Source: an optimization exercise on an open RTL-to-GDS flow (aim: small area). Production flows keep margins and buffers that such runs may drop.
The RTL was checked by simulation tests, not by an equivalence proof against the original design.
Power figures rest on the tool's default switching activity, not on a simulated workload.

==> inputs of v32 <==
Design regfile_csr, start of the top module:
module regfile_csr #(
  parameter int XLEN = 64
) (
  input  logic            clk,
  input  logic            rst,
  input  logic [4:0]      rs1_addr_i,
  input  logic [4:0]      rs2_addr_i,
  output logic [XLEN-1:0] rs1_data_o,
  output logic [XLEN-1:0] rs2_data_o,
  input  logic            wreg_i,
  input  logic [4:0]      rd_addr_i,
  input  logic [XLEN-1:0] rd_wdata_i,
  input  logic [11:0]     csr_raddr_i,
  output logic [XLEN-1:0] csr_data_o,
  input  logic            csr_wreg_i,
  input  logic [11:0]     csr_waddr_i,
  input  logic [XLEN-1:0] csr_wdata_i,
  input  logic            retire_i,
  input  logic            trap_i,
  input  logic [XLEN-1:0] trap_pc_i,
  input  logic [XLEN-1:0] trap_cause_i,
  output logic [XLEN-1:0] mtvec_o,
  output logic [XLEN-1:0] mepc_o
);
==> module rf_inc, before the edit <==
module rf_inc (
  input  logic [63:0] q_i,
  input  logic        ci_i,
  input  logic        s_i,
  input  logic        ns_i,
  input  logic [63:0] w_i,
  output logic [63:0] d_o
);
  logic [8:0] w_gc;
  logic [7:0] w_all;
  assign w_gc[0] = ci_i;
  for (genvar g = 0; g < 8; g++) begin : g_grp
    logic [7:0] w_c;
    logic [7:0] w_s;
    rf_and8 u_all (.a_i(q_i[8*g+7:8*g]), .y_o(w_all[g]));
    rf_and2 u_gc (.a_i(w_gc[g]), .b_i(w_all[g]), .y_o(w_gc[g+1]));
    assign w_c[0] = w_gc[g];
    for (genvar i = 0; i < 8; i++) begin : g_bit
      if (i < 7) begin : g_ha
        rf_ha u_ha (.a_i(q_i[8*g+i]), .b_i(w_c[i]), .s_o(w_s[i]), .c_o(w_c[i+1]));
      end else begin : g_x
        rf_xor2 u_x (.a_i(q_i[8*g+i]), .b_i(w_c[i]), .y_o(w_s[i]));
      end
      rf_ao22 u_mx (.a0_i(s_i), .b0_i(w_i[8*g+i]), .a1_i(ns_i), .b1_i(w_s[i]), .y_o(d_o[8*g+i]));
    end
  end
endmodule
==> module rf_xor2, before the edit <==
module rf_xor2 (
  input  logic a_i,
  input  logic b_i,
  output logic y_o
);
  assign y_o = a_i ^ b_i;
endmodule
Settings: LEC_CHECK=0, CAP_MARGIN=10, CORE_MARGIN=2, CORE_UTILIZATION=50, SLEW_MARGIN=10, SYNTH_HIERARCHICAL=1; clock period 6.0 ns.
standard.sh (not shown) runs the stock make flow with config.mk's settings and CLKGATE_MAP_FILE= SYNTH_SCRIPT=/design/flow/synth_recipe.tcl, a recipe that flattens the netlist after the stock synthesis.
==> flow/flow/run.sh <==
#!/bin/bash
# Standard ORFS layout, with two changes: the port buffers are plain buf_1 cells instead of the
# delay-cell buffers buffer_ports picks by default; CTS uses clkbuf_8 leaf buffers for clusters
# of up to 18 flip-flops under a clkbuf_16 tree, with no dummy loads.
set -euo pipefail
export BUFFER_PORTS_ARGS="-buffer_cell sky130_fd_sc_hd__buf_1"
export CTS_ARGS="-sink_clustering_enable -repair_clock_nets -dont_use_dummy_load -sink_clustering_size 18 -sink_clustering_max_diameter 55 -buf_list {sky130_fd_sc_hd__clkbuf_8 sky130_fd_sc_hd__clkbuf_16} -root_buf sky130_fd_sc_hd__clkbuf_16 -tree_buf sky130_fd_sc_hd__clkbuf_16 -sink_clustering_buffer sky130_fd_sc_hd__clkbuf_8"
bash standard.sh > standard.log 2>&1
==> v35 (differences from v32) <==
--- a/flow/design.v
+++ b/flow/design.v
@@ -242,17 +242,13 @@
   logic [7:0] w_all;
   assign w_gc[0] = ci_i;
   for (genvar g = 0; g < 8; g++) begin : g_grp
-    logic [7:0] w_c;
+    logic [8:0] w_c;
     logic [7:0] w_s;
     rf_and8 u_all (.a_i(q_i[8*g+7:8*g]), .y_o(w_all[g]));
     rf_and2 u_gc (.a_i(w_gc[g]), .b_i(w_all[g]), .y_o(w_gc[g+1]));
     assign w_c[0] = w_gc[g];
     for (genvar i = 0; i < 8; i++) begin : g_bit
-      if (i < 7) begin : g_ha
-        rf_ha u_ha (.a_i(q_i[8*g+i]), .b_i(w_c[i]), .s_o(w_s[i]), .c_o(w_c[i+1]));
-      end else begin : g_x
-        rf_xor2 u_x (.a_i(q_i[8*g+i]), .b_i(w_c[i]), .y_o(w_s[i]));
-      end
+      rf_ha u_ha (.a_i(q_i[8*g+i]), .b_i(w_c[i]), .s_o(w_s[i]), .c_o(w_c[i+1]));
       rf_ao22 u_mx (.a0_i(s_i), .b0_i(w_i[8*g+i]), .a1_i(ns_i), .b1_i(w_s[i]), .y_o(d_o[8*g+i]));
     end
   end
@@ -295,10 +291,3 @@
 );
   assign y_o = (a0_i & b0_i) | (a1_i & b1_i) | c_i;
 endmodule
-module rf_xor2 (
-  input  logic a_i,
-  input  logic b_i,
-  output logic y_o
-);
-  assign y_o = a_i ^ b_i;
-endmodule
==> flow/flow/run.sh (replaced) <==
#!/bin/bash
# Standard ORFS layout, with two changes: the port buffers are plain buf_2 cells instead of the
# delay-cell buffers buffer_ports picks by default, and CTS uses clkbuf_8 leaf buffers for
# clusters of up to 18 flip-flops under a clkbuf_16 tree, with no dummy loads.
set -euo pipefail
export BUFFER_PORTS_ARGS="-buffer_cell sky130_fd_sc_hd__buf_2"
export CTS_ARGS="-sink_clustering_enable -repair_clock_nets -dont_use_dummy_load -sink_clustering_size 18 -sink_clustering_max_diameter 55 -buf_list {sky130_fd_sc_hd__clkbuf_8 sky130_fd_sc_hd__clkbuf_16} -root_buf sky130_fd_sc_hd__clkbuf_16 -tree_buf sky130_fd_sc_hd__clkbuf_16 -sink_clustering_buffer sky130_fd_sc_hd__clkbuf_8"
bash standard.sh > standard.log 2>&1
==> v2 (differences from v32) <==
--- a/flow/design.v
+++ b/flow/design.v
@@ -242,17 +242,13 @@
   logic [7:0] w_all;
   assign w_gc[0] = ci_i;
   for (genvar g = 0; g < 8; g++) begin : g_grp
-    logic [7:0] w_c;
+    logic [8:0] w_c;
     logic [7:0] w_s;
     rf_and8 u_all (.a_i(q_i[8*g+7:8*g]), .y_o(w_all[g]));
     rf_and2 u_gc (.a_i(w_gc[g]), .b_i(w_all[g]), .y_o(w_gc[g+1]));
     assign w_c[0] = w_gc[g];
     for (genvar i = 0; i < 8; i++) begin : g_bit
-      if (i < 7) begin : g_ha
-        rf_ha u_ha (.a_i(q_i[8*g+i]), .b_i(w_c[i]), .s_o(w_s[i]), .c_o(w_c[i+1]));
-      end else begin : g_x
-        rf_xor2 u_x (.a_i(q_i[8*g+i]), .b_i(w_c[i]), .y_o(w_s[i]));
-      end
+      rf_ha u_ha (.a_i(q_i[8*g+i]), .b_i(w_c[i]), .s_o(w_s[i]), .c_o(w_c[i+1]));
       rf_ao22 u_mx (.a0_i(s_i), .b0_i(w_i[8*g+i]), .a1_i(ns_i), .b1_i(w_s[i]), .y_o(d_o[8*g+i]));
     end
   end
@@ -295,10 +291,3 @@
 );
   assign y_o = (a0_i & b0_i) | (a1_i & b1_i) | c_i;
 endmodule
-module rf_xor2 (
-  input  logic a_i,
-  input  logic b_i,
-  output logic y_o
-);
-  assign y_o = a_i ^ b_i;
-endmodule
==> flow/run.sh (new file) <==
#!/bin/bash
# synth_recipe.tcl (not shown) runs the flow's synth.tcl, then flattens the netlist and writes it again
# the make line also repeats each setting of config.mk as NAME=value (left out here)
make -C /OpenROAD-flow-scripts/flow DESIGN_CONFIG=/design/flow/config.mk WORK_HOME=/design/flow/orfs CLKGATE_MAP_FILE= SYNTH_SCRIPT=/design/flow/synth_recipe.tcl finish
==> flow/config.mk (replaced) <==
export PLATFORM = sky130hd
export DESIGN_NAME = regfile_csr
export DESIGN_NICKNAME = regfile_csr
export VERILOG_FILES = /design/flow/design.v
export SDC_FILE = /design/flow/constraint.sdc
export NUM_CORES = 4
export LEC_CHECK = 0
export CAP_MARGIN = 20
export CORE_MARGIN = 2
export CORE_UTILIZATION = 45
export CTS_BUF_LIST = sky130_fd_sc_hd__clkbuf_8
export CTS_CLUSTER_DIAMETER = 50
export CTS_CLUSTER_SIZE = 16
export SLEW_MARGIN = 20
export SYNTH_HIERARCHICAL = 1
removed: flow/flow/run.sh
removed: flow/standard.sh
==> comparison table <==
| metric | v35 | v2 | v32 |
|---|---|---|---|
| Period utilization | 93.7% | 103% | 95.4% |
| Post-synth top area share | 52.9% | 52.9% | 52.9% |
| Run status | finished clean | complete, but fails checks | finished clean |
| Violated checks | - | setup timing | - |
| Met1 wire length | 162000 µm | 167000 µm | 162000 µm |
| Worst endpoint data arrival time | 4.42 ns | 4.96 ns | 4.52 ns |
| GR met3 Demand/Resource | 16.6% | 14.7% | 17.1% |
| Setup slack of the worst register-to-register path | 2.03 ns | 2.05 ns | 2.04 ns |
| Proportion of power drawn by flip-flops and latches | 61.2% | 54.0% | 61.2% |
| Sum Neg Setup Slack | 0 ns | -2.09 ns | 0 ns |
| Buffers, non-clock | 917 | 1033 | 1004 |
| Layout cell share with drive strength beyond 1 | 14.5% | 11.5% | 8.39% |
| Post-Place Cells | 11000 | 11300 | 11100 |
| P per Cell Area | 253 nW/µm² | 269 nW/µm² | 254 nW/µm² |
| Share of the final layout cell area in sequential cells | 46.0% | 43.1% | 46.2% |
| Area Growth Syn to Fin | 14.9% | 22.8% | 14.5% |
| RSZ-0062 raised after global routing | no | yes | no |
| Number of diodes | 37 | 44 | 28 |
| Dpl hpwl | 270000 µm | 284000 µm | 273000 µm |
| Xor-xnor portion of the synthesized cell area | 0% | 0% | 0.152% |
| Worst-skew pair later-pin latency | 0.86 ns | 1.10 ns | 0.85 ns |
| Post-layout util | 57.8% | 55.4% | 57.6% |
| Switching power as a share of total power | 26.2% | 27.3% | 26.2% |
| Fraction of standard cell area in multi-input logic | 41.8% | 39.1% | 41.9% |
| Maximum operating frequency | 178 MHz | 162 MHz | 175 MHz |
| Number of buffers inserted during clock tree synthesis | 192 | 236 | 192 |
| Slew at the pin closest to its max-slew limit | 1.44 ns | 1.33 ns | 1.37 ns |

==> re-timing with driven ports <==
Ports are ideal in the flow. The routed layouts listed here were re-timed in OpenROAD. Step 1 sets driving cells, clkbuf_16 on the clock port and buf_2 on the other inputs (assumed; they add their load-dependent delay and slew). Step 2 also shifts input and output timing later by t, the mid clock arrival at the registers, as if the neighbouring blocks saw the same clock. Slacks: ideal ports / drivers / drivers and shift; pairs: ideal ports / drivers.
run	t (ns)	setup WS [ns]	worst setup path after step 2	clock arrival spread, ns	cell pins on the clock port's net
v32	0.920	0.275 / 0.189 / 0.189	input to output	0.078 / 0.079	1
v35	0.937	0.380 / 0.307 / 0.307	input to output	0.082 / 0.082	1
v2	1.179	-0.161 / -0.286 / -0.286	input to output	0.072 / 0.072	1
The setup slack of v2, which loses most, moves by -0.125 ns with the drivers and by -0.125 ns with both steps.
